This is an optimization exercise on Yosys and OpenROAD, whose aim is small area, a short achievable clock period and few clock cycles per item, not a production implementation.
Only simulation tests tie the RTL to the original design; equivalence was not proved.
No activity file was given, so power comes from the tool's default toggle rates.

==> design/flow/design.v <==
`timescale 1ns / 1ps
package lome_pkg;
    typedef enum logic [2:0] {
        ST_IDLE,
        ST_SCAN,
        ST_ACT,
        ST_DECIDE,
        ST_WRB,
        ST_WRA
    } state_t;
    typedef enum logic {
        PH_LOOKUP,
        PH_BEST
    } phase_t;
    localparam logic       ACT_ADD       = 1'b0;
    localparam logic       ACT_CANCEL    = 1'b1;
    localparam logic       KIND_TRADE    = 1'b0;
    localparam logic       KIND_ACK      = 1'b1;
    localparam logic [1:0] STAT_OK       = 2'd0;
    localparam logic [1:0] STAT_NOTFOUND = 2'd1;
    localparam logic [1:0] STAT_FULL     = 2'd2;
    localparam logic [1:0] STAT_DUP      = 2'd3;
    localparam int ID_BITS  = 64;
    localparam int QTY_BITS = 32;
    localparam int ARR_BITS = 32;
endpackage
`timescale 1ns / 1ps
import lome_pkg::*;
module limit_order_matching_engine #(
    parameter int ORDER_SLOTS = 32,
    parameter int PRICE_BITS  = 16
) (
    input  logic         aclk,
    input  logic         aresetn,
    input  logic         s_tvalid,
    output logic         s_tready,
    input  logic [119:0] s_tdata,
    input  logic         s_tuser,
    output logic         m_tvalid,
    input  logic         m_tready,
    output logic [215:0] m_tdata,
    output logic         m_tuser,
    output logic         m_tlast
);
    localparam int N  = ORDER_SLOTS;
    localparam int PB = PRICE_BITS;
    localparam int QB = QTY_BITS;
    localparam int IB = ID_BITS;
    localparam int RB = 210;    
    logic [N-1:0][IB-1:0] id_r;
    logic [N-1:0][PB-1:0] px_r;
    logic [N-1:0][QB-1:0] q_r;
    logic [N-1:0]         bm_r, am_r;
    logic                 full_r;
    logic          sk_v, sk_act, sk_buy, sk_qz;
    logic [IB-1:0] sk_id;
    logic [PB-1:0] sk_key;
    logic [QB-1:0] sk_q;
    logic          k_v, k_act, k_buy, k_qz;
    logic [IB-1:0] k_id;
    logic [PB-1:0] k_key;
    logic [QB-1:0] k_q;
    logic          w_v, w_act, w_buy, w_sell, w_qz;
    logic [IB-1:0] w_id;
    logic [PB-1:0] w_key;
    logic [QB-1:0] w_q;
    logic [N-1:0]  wf_r, gf_r;
    logic          aw_r, bw_r, xw_r, hw_r;
    logic          ov_r, ou_r, sv_r, su_r;
    logic [RB-1:0] od_r, sd_r;
    logic accept, step, finish, w_load, k_take, pop;
    logic          i_act, i_buy, i_qz;
    logic [IB-1:0] i_id;
    logic [PB-1:0] i_key;
    logic [QB-1:0] i_q;
    assign s_tready = !sk_v;
    assign accept   = s_tvalid && !sk_v;
    assign step     = w_v && !sv_r;           
    assign pop      = ov_r && m_tready;
    assign i_act = s_tuser;
    assign i_id  = s_tdata[63:0];
    assign i_buy = s_tdata[64];
    assign i_key = s_tdata[80:65] ^ {PB{!s_tdata[64]}};
    assign i_q   = s_tdata[112:81];
    assign i_qz  = (s_tdata[112:81] == '0);
    assign m_tvalid = ov_r;
    assign m_tuser  = ou_r;
    assign m_tlast  = ou_r;
    assign m_tdata  = {6'd0, od_r};
    logic [N-1:0] ge, le, pre, suf;
    logic         go, trade, ins_b, ins_s, can, rm_a, rm_b, dec_a, dec_b;
    logic         nbb, nba, rmbh, rmah;
    logic [QB-1:0] hq, tq, dq, hdq;
    logic [1:0]   status;
    logic [PB-1:0] bb, ba;
    assign ge = bm_r & gf_r;
    assign le = am_r & gf_r;
    for (genvar g = 0; g < N; g++) begin : g_scan
        assign pre[g] = |wf_r[g:0];
        assign suf[g] = |wf_r[N-1:g];
    end
    assign go     = !w_act && !w_qz && !full_r && !aw_r;
    assign trade  = go && xw_r;
    assign ins_b  = step && go && !xw_r && w_buy;
    assign ins_s  = step && go && !xw_r && w_sell;
    assign can    = step && w_act;
    assign rm_a   = step && go && xw_r && hw_r && w_buy;
    assign rm_b   = step && go && xw_r && hw_r && w_sell;
    assign dec_a  = step && go && xw_r && !hw_r && w_buy;
    assign dec_b  = step && go && xw_r && !hw_r && w_sell;
    assign nbb    = ins_b && !ge[0];                           
    assign nba    = ins_s && !le[N-1];                         
    assign rmbh   = rm_b || (can && aw_r && bw_r && wf_r[0]);       
    assign rmah   = rm_a || (can && aw_r && !bw_r && wf_r[N-1]);    
    assign hq     = w_buy ? q_r[N-1] : q_r[0];
    assign dq     = w_q - hq;
    assign hdq    = hq - w_q;
    assign tq     = hw_r ? hq : w_q;
    always_comb begin
        if (w_act)       status = aw_r ? STAT_OK : STAT_NOTFOUND;
        else if (aw_r)   status = STAT_DUP;
        else if (w_qz)   status = STAT_OK;
        else if (full_r) status = STAT_FULL;
        else             status = STAT_OK;
        if (go && !xw_r && w_buy && !ge[0])      bb = w_key;
        else if (w_act && aw_r && bw_r && wf_r[0]) bb = bm_r[1] ? px_r[1] : '0;
        else                                     bb = bm_r[0] ? px_r[0] : '0;
        if (go && !xw_r && w_sell && !le[N-1])   ba = ~w_key;
        else if (w_act && aw_r && !bw_r && wf_r[N-1]) ba = am_r[N-2] ? ~px_r[N-2] : '0;
        else                                     ba = am_r[N-1] ? ~px_r[N-1] : '0;
    end
    logic [N-1:0] pn, pl, pr, pd, pk;
    always_comb begin
        for (int i = 0; i < N; i++) begin
            pr[i] = (can && pre[i] && bm_r[i]) || (rm_b && bm_r[i]) ||
                    ((i < N - 1) && ins_s && am_r[(i+1)%N] && !le[(i+1)%N]);
            pl[i] = (can && suf[i] && am_r[i]) || (rm_a && am_r[i]) ||
                    ((i > 0) && ins_b && bm_r[(i+N-1)%N] && !ge[(i+N-1)%N]);
            pn[i] = (ins_b && !ge[i] && (i == 0 || ge[(i+N-1)%N])) ||
                    (ins_s && !le[i] && (i == N - 1 || le[(i+1)%N]));
            pd[i] = (i == 0 && dec_b) || (i == N - 1 && dec_a);
        end
    end
    assign pk = ~(pn | pl | pr);
    for (genvar g = 0; g < N; g++) begin : g_slot
        localparam int L = (g + N - 1) % N;
        localparam int R = (g + 1) % N;
        logic ph;
        assign ph = pk[g] && !pd[g];
        always_ff @(posedge aclk) begin
            id_r[g] <= ({IB{pn[g]}} & w_id) | ({IB{pl[g]}} & id_r[L]) |
                       ({IB{pr[g]}} & id_r[R]) | ({IB{pk[g]}} & id_r[g]);
            px_r[g] <= ({PB{pn[g]}} & w_key) | ({PB{pl[g]}} & px_r[L]) |
                       ({PB{pr[g]}} & px_r[R]) | ({PB{pk[g]}} & px_r[g]);
            q_r[g]  <= ({QB{pn[g]}} & w_q) | ({QB{pl[g]}} & q_r[L]) |
                       ({QB{pr[g]}} & q_r[R]) | ({QB{pd[g]}} & hdq) |
                       ({QB{ph}} & q_r[g]);
        end
    end
    logic [N-1:0] bm_n, am_n;
    always_comb begin
        bm_n = bm_r;
        am_n = am_r;
        if (ins_b)                            bm_n = {bm_r[N-2:0], 1'b1};
        else if ((can && aw_r && bw_r) || rm_b)  bm_n = {1'b0, bm_r[N-1:1]};
        if (ins_s)                            am_n = {1'b1, am_r[N-1:1]};
        else if ((can && aw_r && !bw_r) || rm_a) am_n = {am_r[N-2:0], 1'b0};
    end
    function automatic logic [N-1:0] mv_flags(input logic [N-1:0] f, input logic x,
                                              input logic [N-1:0] n, input logic [N-1:0] l,
                                              input logic [N-1:0] r, input logic [N-1:0] k);
        logic [N-1:0] o;
        for (int i = 0; i < N; i++)
            o[i] = (n[i] && x) || (l[i] && f[(i+N-1)%N]) || (r[i] && f[(i+1)%N]) || (k[i] && f[i]);
        mv_flags = o;
    endfunction
    function automatic logic sum_ge(input logic [QB-1:0] a, input logic [QB-1:0] b,
                                    input logic [QB-1:0] c);
        logic [QB-1:0] x, y, z;
        logic [QB+1:0] t;
        x = a ^ b ^ ~c;
        y = (a & b) | (a & ~c) | (b & ~c);
        t = {2'b00, x} + {1'b0, y, 1'b1};
        sum_ge = t[QB+1] || t[QB];
    endfunction
    function automatic logic ge_sum(input logic [QB-1:0] a, input logic [QB-1:0] b,
                                    input logic [QB-1:0] c);
        logic [QB-1:0] x, y;
        logic [QB+1:0] t;
        x = a ^ ~b ^ ~c;
        y = (a & ~b) | (a & ~c) | (~b & ~c);
        t = {2'b00, x} + {1'b0, y, 1'b1} + {{(QB+1){1'b0}}, 1'b1};
        ge_sum = t[QB+1];
    endfunction
    function automatic logic crosses(input logic [PB-1:0] a, input logic [PB-1:0] b);
        crosses = ({1'b0, a} + {1'b0, b}) >= {1'b0, {PB{1'b1}}};
    endfunction
    logic [N-1:0] kid, kge, wf_n, gf_n;
    logic         e_wk, g_wk, kany, kbid, aw_n, bw_n;
    logic         kins, knb, krm, kdec;
    logic [PB-1:0] kh0, kh1;
    logic [QB-1:0] kq0, kq1;
    logic         kc0, kc1, kc2, kd0, kd1, kd2, kd3, kx_n, kh_n;
    always_comb begin
        for (int i = 0; i < N; i++) begin
            kid[i] = (id_r[i] == k_id);
            kge[i] = (px_r[i] >= k_key);
        end
    end
    assign e_wk = (w_id == k_id);
    assign g_wk = (w_key >= k_key);
    assign kany = |(kid & (bm_r | am_r));
    assign kbid = |(kid & bm_r);
    assign kins = e_wk && (ins_b || ins_s);
    assign wf_n = mv_flags(kid, e_wk, pn, pl, pr, pk);
    assign gf_n = mv_flags(kge, g_wk, pn, pl, pr, pk);
    assign aw_n = (kany && !(e_wk && can && aw_r) && !(rm_a && kid[N-1]) && !(rm_b && kid[0])) || kins;
    assign bw_n = kins ? w_buy : kbid;
    assign kh0 = k_buy ? px_r[N-1] : px_r[0];
    assign kh1 = k_buy ? px_r[N-2] : px_r[1];
    assign kq0 = k_buy ? q_r[N-1] : q_r[0];
    assign kq1 = k_buy ? q_r[N-2] : q_r[1];
    assign knb  = k_buy ? nba : nbb;            
    assign krm  = k_buy ? rmah : rmbh;          
    assign kdec = k_buy ? dec_a : dec_b;        
    assign kc0 = crosses(k_key, kh0);
    assign kc1 = crosses(k_key, kh1);
    assign kc2 = crosses(k_key, w_key);
    assign kd0 = (k_q >= kq0);
    assign kd1 = (k_q >= kq1);
    assign kd2 = (k_q >= w_q);
    assign kd3 = sum_ge(k_q, w_q, kq0);
    always_comb begin
        if (knb) begin
            kx_n = kc2;
            kh_n = kd2;
        end else if (krm) begin
            kx_n = (k_buy ? am_r[N-2] : bm_r[1]) && kc1;
            kh_n = kd1;
        end else begin
            kx_n = (k_buy ? am_r[N-1] : bm_r[0]) && kc0;
            kh_n = kdec ? kd3 : kd0;
        end
    end
    logic [PB-1:0] wh1;
    logic          wx_n, wh_n;
    assign wh1  = w_buy ? px_r[N-2] : px_r[1];
    assign wx_n = (w_buy ? am_r[N-2] : bm_r[1]) && crosses(w_key, wh1);
    assign wh_n = w_buy ? ge_sum(w_q, q_r[N-1], q_r[N-2]) : ge_sum(w_q, q_r[0], q_r[1]);
    assign finish = step && !trade;
    assign w_load = !w_v || finish;
    assign k_take = !k_v || w_load;
    logic [RB-1:0] res;
    assign res = trade ? {32'd0, tq, (w_buy ? w_key : px_r[0]),
                          (w_buy ? id_r[N-1] : w_id), (w_buy ? w_id : id_r[0]), 2'd0}
                       : {ba, bb, 176'd0, status};
    always_ff @(posedge aclk) begin
        if (!aresetn) begin
            bm_r   <= '0;
            am_r   <= '0;
            full_r <= 1'b0;
            sk_v   <= 1'b0;
            k_v    <= 1'b0;
            w_v    <= 1'b0;
            ov_r   <= 1'b0;
            sv_r   <= 1'b0;
        end else begin
            bm_r   <= bm_n;
            am_r   <= am_n;
            full_r <= &(bm_n | am_n);
            if (k_take) begin
                k_v  <= sk_v || accept;
                sk_v <= 1'b0;
            end else if (accept) begin
                sk_v <= 1'b1;
            end
            if (w_load)
                w_v <= k_v;
            if (!ov_r || pop) begin
                ov_r <= sv_r || step;
                sv_r <= 1'b0;
            end else if (step) begin
                sv_r <= 1'b1;
            end
        end
    end
    always_ff @(posedge aclk) begin
        if (!k_take && accept) begin
            sk_act <= i_act;
            sk_id  <= i_id;
            sk_buy <= i_buy;
            sk_key <= i_key;
            sk_q   <= i_q;
            sk_qz  <= i_qz;
        end
        if (k_take) begin
            if (sk_v) begin
                k_act <= sk_act;
                k_id  <= sk_id;
                k_buy <= sk_buy;
                k_key <= sk_key;
                k_q   <= sk_q;
                k_qz  <= sk_qz;
            end else begin
                k_act <= i_act;
                k_id  <= i_id;
                k_buy <= i_buy;
                k_key <= i_key;
                k_q   <= i_q;
                k_qz  <= i_qz;
            end
        end
        if (w_load) begin
            w_act  <= k_act;
            w_id   <= k_id;
            w_buy  <= k_buy;
            w_sell <= !k_buy;
            w_key  <= k_key;
            w_q    <= k_q;
            w_qz   <= k_qz;
            wf_r   <= wf_n;
            gf_r   <= gf_n;
            aw_r   <= aw_n;
            bw_r   <= bw_n;
            xw_r   <= kx_n;
            hw_r   <= kh_n;
        end else begin
            wf_r <= mv_flags(wf_r, 1'b0, pn, pl, pr, pk);
            gf_r <= mv_flags(gf_r, 1'b0, pn, pl, pr, pk);
            if (step && trade) begin
                w_q  <= hw_r ? dq : '0;
                w_qz <= !hw_r || (w_q == hq);
                xw_r <= wx_n;
                hw_r <= wh_n;
            end
        end
        if (!ov_r || pop) begin
            if (sv_r) begin
                od_r <= sd_r;
                ou_r <= su_r;
            end else if (step) begin
                od_r <= res;
                ou_r <= !trade;
            end
        end else if (step) begin
            sd_r <= res;
            su_r <= !trade;
        end
    end
endmodule
==> design/flow/flow/run.sh <==
#!/bin/bash
set -euo pipefail
bash standard.sh SETUP_SLACK_MARGIN=6 TNS_END_PERCENT=20 finish > standard_make.log 2>&1
==> design/flow/standard.sh <==
#!/bin/bash
# synth_recipe.tcl (not shown) runs the flow's synth.tcl, then flattens the netlist and writes it again
# the make line also repeats each setting of config.mk as NAME=value (left out here)
make -C /OpenROAD-flow-scripts/flow DESIGN_CONFIG=/design/flow/config.mk WORK_HOME=/design/flow/orfs CLKGATE_MAP_FILE= SYNTH_SCRIPT=/design/flow/synth_recipe.tcl "${@:-finish}"
==> design/flow/config.mk <==
export PLATFORM = sky130hd
export DESIGN_NAME = limit_order_matching_engine
export DESIGN_NICKNAME = limit_order_matching_engine
export VERILOG_FILES = /design/flow/design.v
export SDC_FILE = /design/flow/constraint.sdc
export NUM_CORES = 4
export LEC_CHECK = 0
export CAP_MARGIN = 20
export CORE_MARGIN = 2
export CORE_UTILIZATION = 55
export SLEW_MARGIN = 20
export SYNTH_MEMORY_MAX_BITS = 16384
==> design/flow/constraint.sdc <==
create_clock -name core_clock -period 10.0 [get_ports {aclk}]
set_input_delay 2.0000 -clock core_clock [delete_from_list [all_inputs] [get_ports {aclk}]]
set_output_delay 2.0000 -clock core_clock [all_outputs]
set_load 0.01 [all_outputs]
==> results of run 1 <==
layer usage:
metal	GRT overflow	track usage, %
met5	0	11.8
met4	0	58.6
met3	0	39.5
met2	1	79.3
met1	0	68.8
synth_stat cells (83+ instances only):
| master | n |
|---|---|
| mux2i_1 | 275 |
| o31ai_1 | 164 |
| a221oi_1 | 83 |
| inv_1 | 391 |
| buf_1 | 206 |
| nand2_1 | 7462 |
| clkbuf_1 | 2058 |
| xnor2_1 | 502 |
| a21oi_1 | 348 |
| buf_2 | 360 |
| nor2_1 | 433 |
| ha_1 | 811 |
| a222oi_1 | 3565 |
| edfxtp_1 | 772 |
| o21ai_0 | 352 |
| dfxtp_1 | 3718 |
| o22ai_1 | 95 |
| nor3_1 | 83 |
| nand4_1 | 319 |
| xor2_1 | 1712 |
| nand3_1 | 113 |
| a21o_1 | 172 |
| a211oi_1 | 129 |
| mux2_2 | 212 |
| nor4_1 | 504 |
worst max path at each step:
| stage | depth (start not counted) | start | to |
|---|---|---|---|
| 2_1_floorplan | 2 | m_tready | sd_r[0]$_DFFE_PP_ |
| 3_3_place_gp | 14 | w_buy$_DFFE_PN_ | q_r[29]$_DFF_P_ |
| 3_5_place_dp | 14 | w_buy$_DFFE_PN_ | q_r[29]$_DFF_P_ |
| 4_1_cts | 15 | px_r[0]$_DFF_P_ | xw_r$_DFFE_PP_ |
kinds of logic after synthesis:
group,synth area share [%]
simple gates,16.3
compound gates,21.1
flops,42.0
buf+inv,5.15
xor+xnor,8.34
fa+ha+maj,4.96
mux,2.21
other cells,0.00161
through the flow:
step / power (mW) / setup slack (ps) / cells / util, %
CTS: 44.3 / 5820 / 31100 / 62.2
floorplan: 22.3 / 4310 / 25900 / -
detailed placement: 24.8 / 4100 / 29900 / 57.0
global placement: 24.8 / 4180 / 29900 / 57.0
repair_timing:
item                                    in CTS
cloned                                      74
pin swaps                                   77
hold buffers                                 0
resized for setup                          570
endpoints found under the setup margin    3945
setup buffers                              135
power by group through the flow:
stage,Sequential [mW],Clock (mW),Combinational (mW)
4_1_cts,19.4,19.6,5.28
3_5_place_dp,19.8,0,5.05
2_1_floorplan,19.5,0,2.88
3_3_place_gp,19.8,0,5.00
==> metrics.md, run 1 <==
| Metric | Value |
|---|---|
| Outcome | `aborted with a tool error` |
| Exit stage | `global routing (5_1_grt)` |
| Tool Error | `[ERROR GRT-0232] Routing congestion too high. Check the congestion heatmap in the GUI.` |
| Largest net degree at the start of global routing | `240` |
| Clk sinks | `4490` |
| Top post-synthesis cells by area | `dfxtp_1, a222oi_1, nand2_1` |
| Tot GR Track Use | `62.5%` |
| Post-Syn Area | `233000 sq um` |
| Die X | `654 microns` |
| I/O Pins | `345` |
| Area leader, netlist | `dfxtp_1` |
| Synth Instances | `25900` |
| Max H-tree Level | `6` |
| Sequential area share after synthesis | `42.0%` |
| Overflow left after global routing | `1` |
| Unique masters post-synth | `90` |
| Post-DP HPWL | `837000 microns` |
| Die height | `654 microns` |
| Area after DPL | `240000 sq um` |
| Flip-flop and latch count after synthesis | `4490` |
| TritonCTS Buffers | `518` |
| Async S/R FF share, synth | `0%` |
| Syn Area/Cell | `8.99 sq um` |
| Number of port buffers | `331` |
| Top FF cell, synth | `dfxtp_1` |
| Count of flip-flops with a built-in enable after synthesis | `772` |
| Standard-cell rows | `238` |
| Final Wtd Congestion | `1.07` |
| Post-synth top area share | `32.0%` |
| Warnings, synthesis | `1` |
| Initial Util | `55.3%` |
| Clock root buffer master | `clkbuf_16` |
| CTS max path bufs | `4` |
Testbench counts, summed over its fixed seeds: cycles 8,015, items 6,400.
==> run 2, diff against run 1 <==
==> design/flow/flow/run.sh (replaced) <==
#!/bin/bash
set -euo pipefail
bash standard.sh SETUP_SLACK_MARGIN=5.5 TNS_END_PERCENT=50 finish > standard_make.log 2>&1
==> metrics.md, run 2 <==
| Metric | Value |
|---|---|
| Outcome | `aborted with a tool error` |
| Exit stage | `global routing (5_1_grt)` |
| Tool Error | `[ERROR GRT-0232] Routing congestion too high. Check the congestion heatmap in the GUI.` |
| Overflow left after global routing | `1` |
| CTS max path bufs | `4` |
| Standard-cell rows | `238` |
| Post-synth top area share | `32.0%` |
| Syn Area/Cell | `8.99 sq um` |
| Post-cts hold buffer count | `0` |
| Die height | `654 microns` |
| Number of port buffers | `331` |
| Sequential area share after synthesis | `42.0%` |
| Initial Util | `55.3%` |
| Final Wtd Congestion | `1.07` |
| Area leader, netlist | `dfxtp_1` |
| Count of flip-flops with a built-in enable after synthesis | `772` |
| Max H-tree Level | `6` |
| Clock root buffer master | `clkbuf_16` |
| Post-Syn Area | `233000 sq um` |
| TritonCTS Buffers | `518` |
| Die X | `654 microns` |
| Warnings, synthesis | `1` |
| Top post-synthesis cells by area | `dfxtp_1, a222oi_1, nand2_1` |
| Post-synth top cells | `nand2_1, dfxtp_1, a222oi_1` |
| Post-DP HPWL | `837000 microns` |
| Tot GR Track Use | `59.6%` |
| Largest net degree at the start of global routing | `240` |
| I/O Pins | `345` |
| Unique masters post-synth | `90` |
| Clk sinks | `4490` |
| Async S/R FF share, synth | `0%` |
| Placed cell count | `29900` |
| Flip-flop and latch count after synthesis | `4490` |
| Top FF cell, synth | `dfxtp_1` |
| Most common cell in the netlist | `nand2_1` |
| Synth Instances | `25900` |
## run 2: cell counts after synthesis
No cell type changed its count.
## run 2: worst max path at each step
stage / to / depth (start not counted)
2_1_floorplan: sd_r[0]$_DFFE_PP_ / 2
3_3_place_gp: q_r[29]$_DFF_P_ / 14
3_5_place_dp: q_r[29]$_DFF_P_ / 14
4_1_cts: sk_id[17]$_DFFE_PP_ / 10
## run 2: power groups by stage
stage                     registers [mW]  clock network [mW]  logic [mW]
after CTS                           19.4                19.6        5.14
after detailed placement            19.8                   0        5.05
after global placement              19.8                   0        5.00
after floorplan                     19.5                   0        2.88
## run 2: cells by family after synthesis
logic type	after synthesis	share of synthesized area (%)
compound gates	5527	21.1
xor+xnor	2214	8.34
fa+ha+maj	881	4.96
buf+inv	3044	5.15
flops	4490	42.0
mux	487	2.21
other cells	1	0.00161
simple gates	9224	16.3
## run 2: layer usage
layer	GRT overflow	GRT usage, %
met5	0	6.83
met4	0	54.6
met3	0	34.2
met2	1	77.4
met1	0	67.2
## run 2: through the flow
| stage | worst slack, ps | utilization [%] | area (sq um) | hold slack, ps |
|---|---|---|---|---|
| after floorplan | 4310 | - | 233000 | 400 |
| after global placement | 4180 | 57.0 | 240000 | 444 |
| after detailed placement | 4100 | 57.0 | 240000 | 451 |
| after CTS | 5300 | 61.5 | 259000 | 459 |
## run 2: timing repair
item,4_1_cts
buffers inserted,42
endpoints found under the setup margin,3276
gates cloned,35
gates resized for setup,183
pin swaps,30
==> run 3, diff against run 2 <==
==> design/flow/flow/run.sh (replaced) <==
#!/bin/bash
set -euo pipefail
bash standard.sh SETUP_SLACK_MARGIN=7 TNS_END_PERCENT=15 finish > standard_make.log 2>&1
==> metrics.md, run 3 <==
| Metric | Value |
|---|---|
| First-pass GRT wire length | `2150000 microns` |
| Async S/R FF share, synth | `0%` |
| Post-Syn Area | `233000 sq um` |
| Post-DP HPWL | `837000 microns` |
| Post-synth top cells | `nand2_1, dfxtp_1, a222oi_1` |
| Post-synth top area share | `32.0%` |
| Sequential area share after synthesis | `42.0%` |
| Unique masters post-synth | `90` |
| Flip-flop and latch count after synthesis | `4490` |
| Synth Instances | `25900` |
| Outcome | `aborted with a tool error` |
| Standard-cell rows | `238` |
| Area leader, netlist | `dfxtp_1` |
| Final Wtd Congestion | `1.07` |
| Initial Util | `55.3%` |
| Clk sinks | `4490` |
| Post-cts hold buffer count | `0` |
| Max H-tree Level | `6` |
| Warnings, synthesis | `1` |
| Tot GR Track Use | `72.1%` |
| TritonCTS Buffers | `518` |
| Syn Area/Cell | `8.99 sq um` |
| Pre-CTS setup slack | `4100 ps` |
| Overflow left after global routing | `20` |
| Largest net degree at the start of global routing | `240` |
| Placed cell count | `29900` |
| Exit stage | `global routing (5_1_grt)` |
| Tool Error | `[ERROR GRT-0116] Global routing finished with congestion. Check the congestion regions in the DRC Viewer.` |
| Count of flip-flops with a built-in enable after synthesis | `772` |
| CTS max path bufs | `4` |
| Number of port buffers | `331` |
| Vias in the first global route | `246000` |
| Top FF cell, synth | `dfxtp_1` |
| Clock root buffer master | `clkbuf_16` |
| Most common cell in the netlist | `nand2_1` |
| Top post-synthesis cells by area | `dfxtp_1, a222oi_1, nand2_1` |
| I/O Pins | `345` |
| Die height | `654 microns` |
| Die X | `654 microns` |
run 3: cells by family after synthesis:
family | after synthesis | synth area share, %
buffers and inverters | 3044 | 5.15
AO/OA/AOI/OAI | 5527 | 21.1
multiplexers | 487 | 2.21
adder cells (fa/ha/maj) | 881 | 4.96
XOR/XNOR | 2214 | 8.34
other | 1 | 0.00161
flip-flops | 4490 | 42.0
AND/OR/NAND/NOR | 9224 | 16.3
run 3: metal layers:
metal	GRT usage (%)	overflow
met1	76.0	0
met2	86.0	7
met3	57.6	2
met4	64.2	11
met5	32.5	0
run 3: repair_timing:
item / in CTS
resized for setup: 1632
pin swaps: 353
endpoints found under the setup margin: 4932
setup buffers: 570
cloned: 335
run 3: worst max path at each step:
stage,to,from,slack (ps)
3_3_place_gp,q_r[29]$_DFF_P_,w_buy$_DFFE_PN_,4180
4_1_cts,xw_r$_DFFE_PP_,px_r[0]$_DFF_P_,5820
2_1_floorplan,sd_r[0]$_DFFE_PP_,m_tready,4310
3_5_place_dp,q_r[29]$_DFF_P_,w_buy$_DFFE_PN_,4100
run 3: through the flow:
step / area [sq um] / util (%) / hold WS (ps) / power (mW)
2_1_floorplan: 233000 / - / 400 / 22.3
3_5_place_dp: 240000 / 57.0 / 451 / 24.8
4_1_cts: 277000 / 65.9 / 459 / 44.5
3_3_place_gp: 240000 / 57.0 / 444 / 24.8
run 3: power by group through the flow:
stage / registers [mW] / clock network (mW) / logic (mW)
2_1_floorplan: 19.5 / 0 / 2.88
3_3_place_gp: 19.8 / 0 / 5.00
3_5_place_dp: 19.8 / 0 / 5.05
4_1_cts: 19.4 / 19.6 / 5.49
